Context: an optimization exercise on an open-source flow, tuned for small area and a short achievable clock period. The choices shown serve that exercise and are no tape-out recipe.
RTL that was checked went through simulation tests only; none was proved equivalent to the original.
No activity file was given, so power comes from the tool's default toggle rates.

==> job 4843 <==
==> flow/design.v <==
module scalar_mem_bank #(
  parameter int                DATA_W   = 8,
  parameter int                ADDR_W   = 8,
  parameter int                DEPTH    = 256,
  parameter int                WAIT_CYC = 1,
  parameter logic [ADDR_W-1:0] RO_BASE  = '0,
  parameter logic [ADDR_W-1:0] RO_LIMIT = ADDR_W'(8'h2F)
) (
  input  logic              clk,
  input  logic              rst,
  input  logic [ADDR_W-1:0] addr,
  input  logic              rd,
  input  logic              wrt,
  input  logic [DATA_W-1:0] wdata,
  output logic [DATA_W-1:0] rdata,
  output logic              rdy,
  output logic              err,
  output logic              busy,
  input  logic              ld_en,
  input  logic [ADDR_W-1:0] ld_addr,
  input  logic [DATA_W-1:0] ld_data
);
  if (DATA_W != 8 || ADDR_W != 8 || DEPTH != 256 || WAIT_CYC != 1 ||
      RO_BASE != 8'h00 || RO_LIMIT != 8'h2F) begin : g_bad_param
    $error("scalar_mem_bank: only the default configuration is implemented");
  end
  logic        w_q;        
  logic        r_q;        
  logic        nrdn_q;     
  logic        pl_q;       
  logic        pw_q;       
  logic        perr_q;     
  logic [15:0] nhr_q;      
  logic [15:0] hw_q;       
  logic [15:0] lo_q;       
  logic [15:0] nlo_q;      
  logic [7:0]  wd_q;
  logic [7:0]  rdata_q;
  logic        rdy_q, err_q, busy_q;
  logic [7:0]  mem_q [256];
  logic [7:0]  mem_d [256];
  logic        idle, strobe, req_rd, req_wr, clash, ld_acc;
  logic [3:0]  lo_sel;
  logic        wr_ok;
  logic [15:0] hwe, nhwe;
  logic [255:0] rl;
  logic [7:0]  rd_d;
  always_comb begin
    idle   = !(w_q || r_q);
    strobe = rd || wrt;
    req_rd = idle && rd && !wrt;
    req_wr = idle && wrt && !rd;
    clash  = idle && rd && wrt;
    ld_acc = idle && ld_en && !strobe;
    lo_sel = strobe ? addr[3:0] : ld_addr[3:0];
    wr_ok  = rst || pl_q;
    hwe    = hw_q & {16{wr_ok}};
    nhwe   = ~hwe;
  end
  always_ff @(posedge clk) begin
    w_q    <= rst && (req_rd || req_wr);
    r_q    <= rst && w_q;
    busy_q <= rst && (w_q || r_q);
    rdy_q  <= rst && r_q;
    nrdn_q <= !(rst && req_rd);
    pl_q   <= rst && ld_acc;
    pw_q   <= rst && req_wr && (addr <= 8'h2F);
    perr_q <= rst && pw_q;
    err_q  <= rst && (clash || (ld_en && !ld_acc) || perr_q);
    wd_q   <= strobe ? wdata : ld_data;
    for (int i = 0; i < 16; i++) begin
      lo_q[i]  <= (lo_sel == 4'(i));
      nlo_q[i] <= (lo_sel != 4'(i));
      nhr_q[i] <= !(rst && req_rd && (addr[7:4] == 4'(i)));
      hw_q[i]  <= rst && ((req_wr && (addr[7:4] == 4'(i)) && i >= 3) ||
                          (ld_acc && (ld_addr[7:4] == 4'(i))));
    end
    rdata_q <= rd_d;
  end
  for (genvar w = 0; w < 256; w++) begin : g_word
    logic wl, hl;
    smb_lines u_lines (.nhr(nhr_q[w/16]), .nhw(nhwe[w/16]), .hw(hwe[w/16]),
                       .lo(lo_q[w%16]), .nlo(nlo_q[w%16]), .rl(rl[w]), .wl(wl), .hl(hl));
    smb_cell8 u_cell (.q(mem_q[w]), .wd(wd_q), .load(wl), .hold(hl), .d(mem_d[w]));
    always_ff @(posedge clk) mem_q[w] <= mem_d[w];
  end
  for (genvar b = 0; b < 8; b++) begin : g_rd
    logic [85:0] l1;
    logic [21:0] l2;
    logic [5:0]  l3;
    logic [1:0]  l4;
    for (genvar k = 0; k < 85; k++) begin : g_l1
      smb_aoi222 u (.a1(rl[3*k]), .a2(mem_q[3*k][b]), .b1(rl[3*k+1]), .b2(mem_q[3*k+1][b]),
                    .c1(rl[3*k+2]), .c2(mem_q[3*k+2][b]), .y(l1[k]));
    end
    smb_aoi22 u_l1x (.a1(rl[255]), .a2(mem_q[255][b]), .b1(nrdn_q), .b2(rdata_q[b]), .y(l1[85]));
    for (genvar k = 0; k < 21; k++) begin : g_l2
      smb_nand4 u (.a(l1[4*k]), .b(l1[4*k+1]), .c(l1[4*k+2]), .d(l1[4*k+3]), .y(l2[k]));
    end
    smb_nand2 u_l2x (.a(l1[84]), .b(l1[85]), .y(l2[21]));
    for (genvar k = 0; k < 5; k++) begin : g_l3
      smb_nor4 u (.a(l2[4*k]), .b(l2[4*k+1]), .c(l2[4*k+2]), .d(l2[4*k+3]), .y(l3[k]));
    end
    smb_nor2 u_l3x (.a(l2[20]), .b(l2[21]), .y(l3[5]));
    smb_nand3 u_l4a (.a(l3[0]), .b(l3[1]), .c(l3[2]), .y(l4[0]));
    smb_nand3 u_l4b (.a(l3[3]), .b(l3[4]), .c(l3[5]), .y(l4[1]));
    smb_o21a  u_l5  (.a1(l4[0]), .a2(l4[1]), .b1(rst), .x(rd_d[b]));
  end
  assign rdata = rdata_q;
  assign rdy   = rdy_q;
  assign err   = err_q;
  assign busy  = busy_q;
endmodule
module smb_lines (
  input  logic nhr, nhw, hw, lo, nlo,
  output logic rl, wl, hl
);
  assign rl = !(nhr || nlo);
  assign wl = !(nhw || nlo);
  assign hl = !(hw && lo);
endmodule
module smb_cell8 (
  input  logic [7:0] q,
  input  logic [7:0] wd,
  input  logic       load,
  input  logic       hold,
  output logic [7:0] d
);
  assign d = (q & {8{hold}}) | (wd & {8{load}});
endmodule
module smb_aoi222 (input logic a1, a2, b1, b2, c1, c2, output logic y);
  assign y = !((a1 && a2) || (b1 && b2) || (c1 && c2));
endmodule
module smb_aoi22 (input logic a1, a2, b1, b2, output logic y);
  assign y = !((a1 && a2) || (b1 && b2));
endmodule
module smb_nand4 (input logic a, b, c, d, output logic y);
  assign y = !(a && b && c && d);
endmodule
module smb_nand3 (input logic a, b, c, output logic y);
  assign y = !(a && b && c);
endmodule
module smb_nand2 (input logic a, b, output logic y);
  assign y = !(a && b);
endmodule
module smb_nor4 (input logic a, b, c, d, output logic y);
  assign y = !(a || b || c || d);
endmodule
module smb_nor2 (input logic a, b, output logic y);
  assign y = !(a || b);
endmodule
module smb_o21a (input logic a1, a2, b1, output logic x);
  assign x = (a1 || a2) && b1;
endmodule
==> flow/run.sh <==
#!/bin/bash
# synth_recipe.tcl (not shown) runs the flow's synth.tcl, then flattens the netlist and writes it again
# the make line also repeats each setting of config.mk as NAME=value (left out here)
make -C /OpenROAD-flow-scripts/flow DESIGN_CONFIG=/design/flow/config.mk WORK_HOME=/design/flow/orfs CLKGATE_MAP_FILE= SYNTH_SCRIPT=/design/flow/synth_recipe.tcl finish
==> flow/config.mk <==
export PLATFORM = sky130hd
export DESIGN_NAME = scalar_mem_bank
export DESIGN_NICKNAME = scalar_mem_bank
export VERILOG_FILES = /design/flow/design.v
export SDC_FILE = /design/flow/constraint.sdc
export NUM_CORES = 4
export LEC_CHECK = 0
export CAP_MARGIN = 20
export CORE_MARGIN = 2
export CORE_UTILIZATION = 40
export SETUP_SLACK_MARGIN = 2.5
export SLEW_MARGIN = 20
export SYNTH_HIERARCHICAL = 1
==> flow/constraint.sdc <==
create_clock -name core_clock -period 5.0 [get_ports {clk}]
set_input_delay 1.0000 -clock core_clock [delete_from_list [all_inputs] [get_ports {clk}]]
set_output_delay 1.0000 -clock core_clock [all_outputs]
set_load 0.01 [all_outputs]
==> job 1380 (differences from job 4843) <==
--- a/flow/design.v
+++ b/flow/design.v
@@ -31,8 +31,9 @@
   logic        pw_q;       
   logic        perr_q;     
-  logic [15:0] nhr_q;      
+  logic [31:0] nh_q;       
   logic [15:0] hw_q;       
   logic [15:0] lo_q;       
   logic [15:0] nlo_q;      
+  logic [31:0] nlr_q;      
   logic [7:0]  wd_q;
   logic [7:0]  rdata_q;
@@ -72,5 +73,8 @@
       lo_q[i]  <= (lo_sel == 4'(i));
       nlo_q[i] <= (lo_sel != 4'(i));
-      nhr_q[i] <= !(rst && req_rd && (addr[7:4] == 4'(i)));
+      nlr_q[i]    <= !(rst && req_rd && !addr[7] && (addr[3:0] == 4'(i)));
+      nlr_q[16+i] <= !(rst && req_rd &&  addr[7] && (addr[3:0] == 4'(i)));
+      nh_q[i]     <= !(!addr[3] && (addr[7:4] == 4'(i)));
+      nh_q[16+i]  <= !( addr[3] && (addr[7:4] == 4'(i)));
       hw_q[i]  <= rst && ((req_wr && (addr[7:4] == 4'(i)) && i >= 3) ||
                           (ld_acc && (ld_addr[7:4] == 4'(i))));
@@ -80,30 +84,34 @@
   for (genvar w = 0; w < 256; w++) begin : g_word
     logic wl, hl;
-    smb_lines u_lines (.nhr(nhr_q[w/16]), .nhw(nhwe[w/16]), .hw(hwe[w/16]),
-                       .lo(lo_q[w%16]), .nlo(nlo_q[w%16]), .rl(rl[w]), .wl(wl), .hl(hl));
+    smb_lines u_lines (.nh(nh_q[16*((w/8)%2)+w/16]), .nhw(nhwe[w/16]), .hw(hwe[w/16]),
+                       .lo(lo_q[w%16]), .nlo(nlo_q[w%16]), .nlr(nlr_q[16*(w/128)+w%16]), .rl(rl[w]), .wl(wl), .hl(hl));
     smb_cell8 u_cell (.q(mem_q[w]), .wd(wd_q), .load(wl), .hold(hl), .d(mem_d[w]));
     always_ff @(posedge clk) mem_q[w] <= mem_d[w];
   end
+  logic nrst;
+  assign nrst = !rst;
   for (genvar b = 0; b < 8; b++) begin : g_rd
-    logic [85:0] l1;
-    logic [21:0] l2;
-    logic [5:0]  l3;
-    logic [1:0]  l4;
-    for (genvar k = 0; k < 85; k++) begin : g_l1
-      smb_aoi222 u (.a1(rl[3*k]), .a2(mem_q[3*k][b]), .b1(rl[3*k+1]), .b2(mem_q[3*k+1][b]),
-                    .c1(rl[3*k+2]), .c2(mem_q[3*k+2][b]), .y(l1[k]));
+    logic [31:0] l2;
+    logic [15:0] l3;
+    logic [3:0]  l4;
+    logic [1:0]  l5;
+    logic        nhold;
+    for (genvar k = 0; k < 32; k++) begin : g_l2
+      logic [7:0] q8;
+      for (genvar j = 0; j < 8; j++) begin : g_q
+        assign q8[j] = mem_q[8*k+j][b];
+      end
+      smb_rd8 u (.rl(rl[8*k+7:8*k]), .q(q8), .y(l2[k]));
     end
-    smb_aoi22 u_l1x (.a1(rl[255]), .a2(mem_q[255][b]), .b1(nrdn_q), .b2(rdata_q[b]), .y(l1[85]));
-    for (genvar k = 0; k < 21; k++) begin : g_l2
-      smb_nand4 u (.a(l1[4*k]), .b(l1[4*k+1]), .c(l1[4*k+2]), .d(l1[4*k+3]), .y(l2[k]));
+    for (genvar k = 0; k < 16; k++) begin : g_l3
+      smb_nor2 u (.a(l2[2*k]), .b(l2[2*k+1]), .y(l3[k]));
     end
-    smb_nand2 u_l2x (.a(l1[84]), .b(l1[85]), .y(l2[21]));
-    for (genvar k = 0; k < 5; k++) begin : g_l3
-      smb_nor4 u (.a(l2[4*k]), .b(l2[4*k+1]), .c(l2[4*k+2]), .d(l2[4*k+3]), .y(l3[k]));
+    for (genvar k = 0; k < 4; k++) begin : g_l4
+      smb_nand4 u (.a(l3[4*k]), .b(l3[4*k+1]), .c(l3[4*k+2]), .d(l3[4*k+3]), .y(l4[k]));
     end
-    smb_nor2 u_l3x (.a(l2[20]), .b(l2[21]), .y(l3[5]));
-    smb_nand3 u_l4a (.a(l3[0]), .b(l3[1]), .c(l3[2]), .y(l4[0]));
-    smb_nand3 u_l4b (.a(l3[3]), .b(l3[4]), .c(l3[5]), .y(l4[1]));
-    smb_o21a  u_l5  (.a1(l4[0]), .a2(l4[1]), .b1(rst), .x(rd_d[b]));
+    smb_nor2  u_l5a (.a(l4[0]), .b(l4[1]), .y(l5[0]));
+    smb_nor2  u_l5b (.a(l4[2]), .b(l4[3]), .y(l5[1]));
+    smb_nand2 u_hold (.a(nrdn_q), .b(rdata_q[b]), .y(nhold));
+    smb_a31oi u_l6 (.a1(l5[0]), .a2(l5[1]), .a3(nhold), .b1(nrst), .y(rd_d[b]));
   end
   assign rdata = rdata_q;
@@ -113,8 +121,8 @@
 endmodule
 module smb_lines (
-  input  logic nhr, nhw, hw, lo, nlo,
+  input  logic nh, nhw, hw, lo, nlo, nlr,
   output logic rl, wl, hl
 );
-  assign rl = !(nhr || nlo);
+  assign rl = !(nh || nlr);
   assign wl = !(nhw || nlo);
   assign hl = !(hw && lo);
@@ -129,26 +137,19 @@
   assign d = (q & {8{hold}}) | (wd & {8{load}});
 endmodule
-module smb_aoi222 (input logic a1, a2, b1, b2, c1, c2, output logic y);
-  assign y = !((a1 && a2) || (b1 && b2) || (c1 && c2));
-endmodule
-module smb_aoi22 (input logic a1, a2, b1, b2, output logic y);
-  assign y = !((a1 && a2) || (b1 && b2));
+module smb_rd8 (input logic [7:0] rl, input logic [7:0] q, output logic y);
+  logic [3:0] z;
+  assign z = ~((rl[7:4] & q[7:4]) | (rl[3:0] & q[3:0]));
+  assign y = ~&z;
 endmodule
 module smb_nand4 (input logic a, b, c, d, output logic y);
   assign y = !(a && b && c && d);
 endmodule
-module smb_nand3 (input logic a, b, c, output logic y);
-  assign y = !(a && b && c);
-endmodule
 module smb_nand2 (input logic a, b, output logic y);
   assign y = !(a && b);
-endmodule
-module smb_nor4 (input logic a, b, c, d, output logic y);
-  assign y = !(a || b || c || d);
 endmodule
 module smb_nor2 (input logic a, b, output logic y);
   assign y = !(a || b);
 endmodule
-module smb_o21a (input logic a1, a2, b1, output logic x);
-  assign x = (a1 || a2) && b1;
+module smb_a31oi (input logic a1, a2, a3, b1, output logic y);
+  assign y = !((a1 && a2 && a3) || b1);
 endmodule
CORE_UTILIZATION = 50   (was 40)
CTS_CLUSTER_DIAMETER = 60   (was default)
CTS_CLUSTER_SIZE = 30   (was default)
==> summary of the runs <==
Job 1380 produced a clean layout. Job 4843 finished clean. Between job 1380 and job 4843, the lower register-to-register slack is in job 4843 (gap 0.24 ns). Against job 4843, the combinational power of job 1380 is smaller by about 8%. In job 4843 the final area is larger than in job 1380, by about 1.8%. In job 1380 the worst hold slack is higher than in job 4843, by 0.021 ns. Global-route usage: job 1380 is higher than job 4843 (7.6 points). Sequential power: job 4843 is smaller than job 1380 (about 2%). Routed wire length: job 4843 is lower than job 1380 (5.5%). Maximum frequency: job 1380 is higher than job 4843 (about 9%).
Function not checked in job 4843: the RTL went through the layout flow alone.

========
==> v38: inputs <==
scalar_mem_bank, a different RTL version from the one above (not shown whole).
// scalar_mem_bank
module scalar_mem_bank #(
  parameter int                DATA_W   = 8,
  parameter int                ADDR_W   = 8,
  parameter int                DEPTH    = 256,
  parameter int                WAIT_CYC = 1,
  parameter logic [ADDR_W-1:0] RO_BASE  = '0,
  parameter logic [ADDR_W-1:0] RO_LIMIT = ADDR_W'(8'h2F)
) (
  input  logic              clk,
  input  logic              rst,
  input  logic [ADDR_W-1:0] addr,
  input  logic              rd,
  input  logic              wrt,
  input  logic [DATA_W-1:0] wdata,
  output logic [DATA_W-1:0] rdata,
  output logic              rdy,
  output logic              err,
  output logic              busy,
  input  logic              ld_en,
  input  logic [ADDR_W-1:0] ld_addr,
  input  logic [DATA_W-1:0] ld_data
);
  if (DATA_W != 8 || ADDR_W != 8 || DEPTH != 256 || WAIT_CYC != 1 ||
      RO_BASE != 8'h00 || RO_LIMIT != 8'h2F) begin : g_bad_param
    $error("scalar_mem_bank: only the default configuration is implemented");
  end
  logic        w_q;        
  logic        r_q;        
  logic        wr_q;       
  logic        pl_q;       
  ...
==> module scalar_mem_bank, before the edit <==
module scalar_mem_bank #(
  parameter int                DATA_W   = 8,
  parameter int                ADDR_W   = 8,
  parameter int                DEPTH    = 256,
  parameter int                WAIT_CYC = 1,
  parameter logic [ADDR_W-1:0] RO_BASE  = '0,
  parameter logic [ADDR_W-1:0] RO_LIMIT = ADDR_W'(8'h2F)
) (
  input  logic              clk,
  input  logic              rst,
  input  logic [ADDR_W-1:0] addr,
  input  logic              rd,
  input  logic              wrt,
  input  logic [DATA_W-1:0] wdata,
  output logic [DATA_W-1:0] rdata,
  output logic              rdy,
  output logic              err,
  output logic              busy,
  input  logic              ld_en,
  input  logic [ADDR_W-1:0] ld_addr,
  input  logic [DATA_W-1:0] ld_data
);
  if (DATA_W != 8 || ADDR_W != 8 || DEPTH != 256 || WAIT_CYC != 1 ||
      RO_BASE != 8'h00 || RO_LIMIT != 8'h2F) begin : g_bad_param
    $error("scalar_mem_bank: only the default configuration is implemented");
  end
  logic        w_q;        
  logic        r_q;        
  logic        wr_q;       
  logic        pl_q;       
  logic        perr_q;     
  logic [15:0] hi_q, lo_q;
  logic [7:0]  wd_q;
  logic [7:0]  rdata_q;
  logic        rdy_q, err_q, busy_q;
  logic [7:0]  mem_q [256];
  logic        idle, req, clash, ld_acc, strobe;
  logic [7:0]  a_sel, d_sel;
  logic        in_ro, wcommit, rcommit;
  logic [15:0] whi;
  logic [7:0]  rd_val;
  always_comb begin
    idle    = !(w_q || r_q);
    strobe  = rd || wrt;
    req     = idle && (rd ^ wrt);
    clash   = idle && rd && wrt;
    ld_acc  = idle && ld_en && !strobe;
    a_sel   = strobe ? addr  : ld_addr;
    d_sel   = strobe ? wdata : ld_data;
    in_ro   = |hi_q[2:0];
    wcommit = rst && w_q && wr_q && !in_ro;
    rcommit = w_q && !wr_q;
    whi     = hi_q & {16{pl_q || wcommit}};
  end
  always_ff @(posedge clk) begin
    w_q    <= rst && req;
    r_q    <= rst && w_q;
    busy_q <= rst && (w_q || r_q);
    rdy_q  <= rst && r_q;
    pl_q   <= rst && ld_acc;
    perr_q <= rst && w_q && wr_q && in_ro;
    err_q  <= rst && (clash || (ld_en && !ld_acc) || perr_q);
    wr_q   <= wrt;
    wd_q   <= d_sel;
    for (int i = 0; i < 16; i++) begin
      hi_q[i] <= (a_sel[7:4] == 4'(i));
      lo_q[i] <= (a_sel[3:0] == 4'(i));
    end
    if (!rst)         rdata_q <= '0;
    else if (rcommit) rdata_q <= rd_val;
  end
  always_comb begin
    rd_val = '0;
    for (int g = 0; g < 16; g++) begin
      logic [7:0] grp;
      grp = '0;
      for (int l = 0; l < 16; l++) grp = grp | (mem_q[16*g+l] & {8{lo_q[l]}});
      rd_val = rd_val | (grp & {8{hi_q[g]}});
    end
  end
  for (genvar g = 0; g < 16; g++) begin : g_hi
    for (genvar l = 0; l < 16; l++) begin : g_lo
      always_ff @(posedge clk) begin
        if (whi[g] && lo_q[l]) mem_q[16*g+l] <= wd_q;
      end
    end
  end
  assign rdata = rdata_q;
  assign rdy   = rdy_q;
  assign err   = err_q;
  assign busy  = busy_q;
endmodule
Settings: LEC_CHECK=0, CAP_MARGIN=20, CORE_MARGIN=2, CORE_UTILIZATION=40, SLEW_MARGIN=20; clock period 5.0 ns.
run.sh (not shown) runs the stock make flow with config.mk's settings and CLKGATE_MAP_FILE= SYNTH_SCRIPT=/design/flow/synth_recipe.tcl, a recipe that flattens the netlist after the stock synthesis.
==> inputs of v7, as changes to v38 <==
==> flow/design.v (replaced) <==
module scalar_mem_bank #(
  parameter int                DATA_W   = 8,
  parameter int                ADDR_W   = 8,
  parameter int                DEPTH    = 256,
  parameter int                WAIT_CYC = 1,
  parameter logic [ADDR_W-1:0] RO_BASE  = '0,
  parameter logic [ADDR_W-1:0] RO_LIMIT = ADDR_W'(8'h2F)
) (
  input  logic              clk,
  input  logic              rst,
  input  logic [ADDR_W-1:0] addr,
  input  logic              rd,
  input  logic              wrt,
  input  logic [DATA_W-1:0] wdata,
  output logic [DATA_W-1:0] rdata,
  output logic              rdy,
  output logic              err,
  output logic              busy,
  input  logic              ld_en,
  input  logic [ADDR_W-1:0] ld_addr,
  input  logic [DATA_W-1:0] ld_data
);
  if (DATA_W != 8 || ADDR_W != 8 || DEPTH != 256 || WAIT_CYC != 1 ||
      RO_BASE != 8'h00 || RO_LIMIT != 8'h2F) begin : g_bad_param
    $error("scalar_mem_bank: only the default configuration is implemented");
  end
  logic        w_q;        
  logic        r_q;        
  logic        nrdn_q;     
  logic        pl_q;       
  logic        pw_q;       
  logic        perr_q;     
  logic [15:0] nh_q;       
  logic [15:0] hw_q;       
  logic [15:0] lo_q;       
  logic [15:0] nlo_q;      
  logic [15:0] nlr_q;      
  logic [7:0]  wd_q;
  logic [7:0]  rdata_q;
  logic        rdy_q, err_q, busy_q;
  logic [7:0]  mem_q [256];
  logic [7:0]  mem_d [256];
  logic        idle, strobe, req_rd, req_wr, clash, ld_acc;
  logic [3:0]  lo_sel;
  logic        wr_ok;
  logic [15:0] hwe, nhwe;
  logic [255:0] rl;
  logic [7:0]  rd_d;
  always_comb begin
    idle   = !(w_q || r_q);
    strobe = rd || wrt;
    req_rd = idle && rd && !wrt;
    req_wr = idle && wrt && !rd;
    clash  = idle && rd && wrt;
    ld_acc = idle && ld_en && !strobe;
    lo_sel = strobe ? addr[3:0] : ld_addr[3:0];
    wr_ok  = rst || pl_q;
    hwe    = hw_q & {16{wr_ok}};
    nhwe   = ~hwe;
  end
  always_ff @(posedge clk) begin
    w_q    <= rst && (req_rd || req_wr);
    r_q    <= rst && w_q;
    busy_q <= rst && (w_q || r_q);
    rdy_q  <= rst && r_q;
    nrdn_q <= !(rst && req_rd);
    pl_q   <= rst && ld_acc;
    pw_q   <= rst && req_wr && (addr <= 8'h2F);
    perr_q <= rst && pw_q;
    err_q  <= rst && (clash || (ld_en && !ld_acc) || perr_q);
    wd_q   <= strobe ? wdata : ld_data;
    for (int i = 0; i < 16; i++) begin
      lo_q[i]  <= (lo_sel == 4'(i));
      nlo_q[i] <= (lo_sel != 4'(i));
      nlr_q[i] <= !(rst && req_rd && (addr[3:0] == 4'(i)));
      nh_q[i]  <= (addr[7:4] != 4'(i));
      hw_q[i]  <= rst && ((req_wr && (addr[7:4] == 4'(i)) && i >= 3) ||
                          (ld_acc && (ld_addr[7:4] == 4'(i))));
    end
    rdata_q <= rd_d;
  end
  for (genvar w = 0; w < 256; w++) begin : g_word
    logic wl, hl;
    smb_lines u_lines (.nh(nh_q[w/16]), .nhw(nhwe[w/16]), .hw(hwe[w/16]),
                       .lo(lo_q[w%16]), .nlo(nlo_q[w%16]), .nlr(nlr_q[w%16]), .rl(rl[w]), .wl(wl), .hl(hl));
    smb_cell8 u_cell (.q(mem_q[w]), .wd(wd_q), .load(wl), .hold(hl), .d(mem_d[w]));
    always_ff @(posedge clk) mem_q[w] <= mem_d[w];
  end
  for (genvar b = 0; b < 8; b++) begin : g_rd
    logic [85:0] l1;
    logic [21:0] l2;
    logic [10:0] l3;
    logic [2:0]  l4;
    for (genvar k = 0; k < 85; k++) begin : g_l1
      smb_aoi222 u (.a1(rl[3*k]), .a2(mem_q[3*k][b]), .b1(rl[3*k+1]), .b2(mem_q[3*k+1][b]),
                    .c1(rl[3*k+2]), .c2(mem_q[3*k+2][b]), .y(l1[k]));
    end
    smb_aoi22 u_l1x (.a1(rl[255]), .a2(mem_q[255][b]), .b1(nrdn_q), .b2(rdata_q[b]), .y(l1[85]));
    for (genvar k = 0; k < 21; k++) begin : g_l2
      smb_nand4 u (.a(l1[4*k]), .b(l1[4*k+1]), .c(l1[4*k+2]), .d(l1[4*k+3]), .y(l2[k]));
    end
    smb_nand2 u_l2x (.a(l1[84]), .b(l1[85]), .y(l2[21]));
    for (genvar k = 0; k < 11; k++) begin : g_l3
      smb_nor2 u (.a(l2[2*k]), .b(l2[2*k+1]), .y(l3[k]));
    end
    smb_nand4 u_l4a (.a(l3[0]), .b(l3[1]), .c(l3[2]), .d(l3[3]), .y(l4[0]));
    smb_nand4 u_l4b (.a(l3[4]), .b(l3[5]), .c(l3[6]), .d(l3[7]), .y(l4[1]));
    smb_nand3 u_l4c (.a(l3[8]), .b(l3[9]), .c(l3[10]), .y(l4[2]));
    smb_o31a  u_l5  (.a1(l4[0]), .a2(l4[1]), .a3(l4[2]), .b1(rst), .x(rd_d[b]));
  end
  assign rdata = rdata_q;
  assign rdy   = rdy_q;
  assign err   = err_q;
  assign busy  = busy_q;
endmodule
module smb_lines (
  input  logic nh, nhw, hw, lo, nlo, nlr,
  output logic rl, wl, hl
);
  assign rl = !(nh || nlr);
  assign wl = !(nhw || nlo);
  assign hl = !(hw && lo);
endmodule
module smb_cell8 (
  input  logic [7:0] q,
  input  logic [7:0] wd,
  input  logic       load,
  input  logic       hold,
  output logic [7:0] d
);
  assign d = (q & {8{hold}}) | (wd & {8{load}});
endmodule
module smb_aoi222 (input logic a1, a2, b1, b2, c1, c2, output logic y);
  assign y = !((a1 && a2) || (b1 && b2) || (c1 && c2));
endmodule
module smb_aoi22 (input logic a1, a2, b1, b2, output logic y);
  assign y = !((a1 && a2) || (b1 && b2));
endmodule
module smb_nand4 (input logic a, b, c, d, output logic y);
  assign y = !(a && b && c && d);
endmodule
module smb_nand3 (input logic a, b, c, output logic y);
  assign y = !(a && b && c);
endmodule
module smb_nand2 (input logic a, b, output logic y);
  assign y = !(a && b);
endmodule
module smb_nor2 (input logic a, b, output logic y);
  assign y = !(a || b);
endmodule
module smb_o31a (input logic a1, a2, a3, b1, output logic x);
  assign x = (a1 || a2 || a3) && b1;
endmodule
Settings changed: CTS_CLUSTER_DIAMETER set to 60, CTS_CLUSTER_SIZE set to 30, SETUP_SLACK_MARGIN set to 2.5, SYNTH_HIERARCHICAL set to 1.
==> out/metrics.yaml <==
timing:
  slew_headroom_pct: 15.6
final_layout:
  nFillCells: 18200
  syn_to_final_growth_pct: 7.60
power_and_ir_drop:
  p_per_area_nw_per_um2: 369
  combPwrFrac_pct: 3.5
outcome:
  status: "finished clean"
critical_path:
  critPathLaunch: "nlr_q[6]"
  ff2ff_path_depth: 7
floorplanning:
  initial_core_util_pct: 40.2
The numbers above come from v7.

==> out/metrics.yaml <==
timing:
  slew_headroom_pct: 30.0
outcome:
  status: "finished clean"
final_layout:
  syn_to_final_growth_pct: 12.1
  nFillCells: 16000
power_and_ir_drop:
  combPwrFrac_pct: 4.0
floorplanning:
  initial_core_util_pct: 40.3
The numbers above come from v38.

The RTL of v38 was laid out without a check of its function.

[afterwards: timing with drivers on the ports]
The flow's constraints put no driver on any port. The routed layouts listed below were extracted and timed again, unchanged, in two steps. Step 1: set_driving_cell puts a clkbuf_16 on clk and a buf_2 on each other input, an assumption about the parent block. Step 2, shift: input delay + t, output delay - t, t = (earliest + latest rising clock arrival at the registers) / 2. This alone moves slack from input paths to output paths. Slacks: ideal ports / drivers / drivers and shift; pairs: ideal ports / drivers.
| run | shift t [ns] | setup slack, ns | worst setup path at the end | worst register clock-pin slew, ns | worst slew at a driven data input, ns |
|---|---|---|---|---|---|
| job 4843 | 0.920 | 2.107 / 2.107 / 1.683 | input to register | 0.07 / 0.07 | 0.20 |
| job 1380 | 0.893 | 2.352 / 2.352 / 1.615 | input to register | 0.11 / 0.11 | 0.23 |
| v38 | 0.905 | 1.012 / 1.012 / 1.012 | register to register | 0.07 / 0.07 | 0.05 |
| v7 | 0.897 | 2.135 / 2.135 / 1.547 | input to register | 0.11 / 0.11 | 0.14 |
After both steps every run listed still meets setup and hold. For job 1380, which loses most, drivers alone change the setup slack by 0.000 ns; drivers and shift together by -0.737 ns.
